This is an optimization exercise on Yosys and OpenROAD, whose aim is small area, a short achievable clock period and few clock cycles per item, not a production implementation.
At most, simulation tests tie the RTL to the original design; equivalence was not proved.
Power figures rest on the tool's default switching activity, not on a simulated workload.

## rev 12
## byte_coded_alu_cpu_step
module byte_coded_alu_cpu_step (
  input  logic        clk,
  input  logic        rst_n,
  input  logic        in_valid,
  output logic        in_ready,
  input  logic [32:0] in_data,
  output logic        out_valid,
  input  logic        out_ready,
  output logic [44:0] out_data
);
make LEC_CHECK=0 CAP_MARGIN=20 CORE_MARGIN=2 CORE_UTILIZATION=30 PLACE_DENSITY=0.5 SETUP_SLACK_MARGIN=1.5 SLEW_MARGIN=20 finish   # period 7.0 ns
run.sh (not shown) runs the stock make flow with config.mk's settings and CLKGATE_MAP_FILE= SYNTH_SCRIPT=/design/flow/synth_recipe.tcl, a recipe that flattens the netlist after the stock synthesis.
Rev 12: flow completed, timing, DRC and antenna clean
Testbench counts of rev 12, summed over its fixed seeds: cycles 51,230, items 24,000.
Input changes introduced in rev 13 (baseline for comparison: rev 12):
- removing SETUP_SLACK_MARGIN (formerly 1.5)
## What came out
Rev 13 against rev 12: power share of the combinational group has increased; data required time of the worst path has decreased; wire length of the first global-routing pass has increased; clock network fraction of total power has decreased.
For the post-route clock period utilization, rev 13 came in 16 points higher than rev 12 did.

========
byte_coded_alu_cpu_step, a different RTL version from the one above (not shown whole).
For scale: ~480 flip-flops, about 84 I/O pins.
==> flow/design.v (excerpt) <==
module byte_coded_alu_cpu_step (
  input  logic        clk,
  input  logic        rst_n,
  input  logic        in_valid,
  output logic        in_ready,
  input  logic [32:0] in_data,
  output logic        out_valid,
  input  logic        out_ready,
  output logic [44:0] out_data
);
make LEC_CHECK=0 CAP_MARGIN=20 CORE_MARGIN=2 CORE_UTILIZATION=30 PLACE_DENSITY=0.5 SETUP_SLACK_MARGIN=3 SLEW_MARGIN=20 finish   # period 7.0 ns
The starting point passed the timing, DRC and antenna checks.
==> next run, changes <==
SETUP_SLACK_MARGIN = unset   (was 3)
What happened: Setup slack degrades by 0.42 ns; die area stays the same; wire length falls by 14%; count of clock-buffer cells in the layout shrinks by 7; cell area drops by 18%; sequential cell count is unchanged; utilization fell by 7.5 points; global-route usage decreases by 3.3 points.
No functional check of the RTL was part of any run of this note.

========
06-11:
Another version of the RTL of byte_coded_alu_cpu_step (not shown whole).
Size in the first run: about 3,900 cells after synthesis, ~38,000 um^2 of cells after synthesis.
clock: 7.0 ns
lec_check: 0
cap_margin: 20
core_margin: 2
core_utilization: 50
place_density: 0.65
setup_slack_margin: 3.0
slew_margin: 20
06-11 ended with every stage complete and zero timing, DRC or antenna violations.
Testbench counts of 06-11, summed over its fixed seeds: cycles 47,875, items 24,000.
Relative to 06-11, the following input files were edited for 01-26:
- SETUP_SLACK_MARGIN now 2.5, was 3.0
- PLACE_DENSITY now 0.5, was 0.65
- CORE_UTILIZATION now 30, was 50
==> comparison <==
- Between 01-26 and 06-11, half-perimeter wire length after detailed placement is higher for 01-26, 06-11 comes in under that.
- Comparing 01-26 against 06-11, there is no change at all in complex-gate fraction of the synthesized area.
- Taking 06-11 as the reference, in 01-26 number of nets in the finished design went down about 2.6%, number of multi-input logic gates held, total power went down 130 uW.

========
byte_coded_alu_cpu_step, a different RTL version from the one above (not shown whole).
Size in the first run: ~480 flip-flops, ~84 I/O pins, ~38000 µm² of cells after synthesis.
==> flow/config.mk <==
export PLATFORM = sky130hd
export DESIGN_NAME = byte_coded_alu_cpu_step
export DESIGN_NICKNAME = byte_coded_alu_cpu_step
export VERILOG_FILES = /design/flow/design.v
export SDC_FILE = /design/flow/constraint.sdc
export NUM_CORES = 4
export LEC_CHECK = 0
export CAP_MARGIN = 20
export CORE_MARGIN = 2
export CORE_UTILIZATION = 50
export PLACE_DENSITY = 0.65
export SETUP_SLACK_MARGIN = 3.0
export SLEW_MARGIN = 20
==> flow/constraint.sdc <==
create_clock -name core_clock -period 7.0 [get_ports {clk}]
set_input_delay 1.4000 -clock core_clock [delete_from_list [all_inputs] [get_ports {clk}]]
set_output_delay 1.4000 -clock core_clock [all_outputs]
set_load 0.01 [all_outputs]
The starting point completed without violations.
Testbench counts at the start, summed over its fixed seeds: cycles 51,230, items 24,000.
Rerun with:
CORE_UTILIZATION = 30   (was 50)
PLACE_DENSITY = 0.5   (was 0.65)
SETUP_SLACK_MARGIN = 2.5   (was 3.0)
After rerunning:
- The changed run finished with timing, DRC and antenna clean
- power decreases by about 0.7%
- count of clock-buffer cells in the layout stays the same
- worst hold slack improved by 0.0072 ns
- routed wire length climbs by 3.4%
- utilization decreases by 27 points
- clock power is about the same
- global-route usage went down by 15 points
- via count fell by about 4%
- setup slack gets better by 0.026 ns
- synthesized cell count is unchanged
- die area is higher by 66%

==> what the ideal ports hide <==
The results above use ideal ports. As a check the final layouts listed here were re-extracted and re-timed, cells and wires unchanged. Step 1: set_driving_cell puts a clkbuf_16 on clk and a buf_2 on each other input, an assumption about the parent block. Step 2 moves the port delays by t, midway between the first and last clock arrival at a register: inputs arrive t later, outputs are due t later. That takes back most of the time a late clock gives input paths. a / b / c = ideal ports / drivers / drivers and shift; a / b = the first two.
run | t, ns | slack for setup (ns) | worst setup path at the end | latest minus earliest clock arrival (ns) | worst slew at a driven data input, ns
rev 12 | 0.717 | 1.554 / 1.529 / 1.204 | input to register | 0.057 / 0.056 | 0.08
rev 13 | 0.708 | 0.459 / 0.459 / 0.459 | register to register | 0.039 / 0.039 | 0.07
the first run of note 2 | 0.751 | 0.694 / 0.694 / 0.694 | register to register | 0.068 / 0.068 | 0.04
the second run of note 2 | 0.757 | 0.272 / 0.272 / 0.272 | register to register | 0.050 / 0.050 | 0.06
06-11 | 0.720 | 1.811 / 1.811 / 1.811 | register to register | 0.052 / 0.051 | 0.06
01-26 | 0.727 | 1.920 / 1.920 / 1.920 | register to register | 0.054 / 0.054 | 0.04
the first run of note 4 | 0.691 | 1.922 / 1.922 / 1.752 | input to register | 0.033 / 0.033 | 0.03
the second run of note 4 | 0.716 | 1.948 / 1.948 / 1.814 | input to register | 0.063 / 0.064 | 0.04
After both steps setup and hold are still met in every run listed. For rev 12, which loses most, drivers alone change the setup slack by -0.025 ns; drivers and shift together by -0.350 ns.
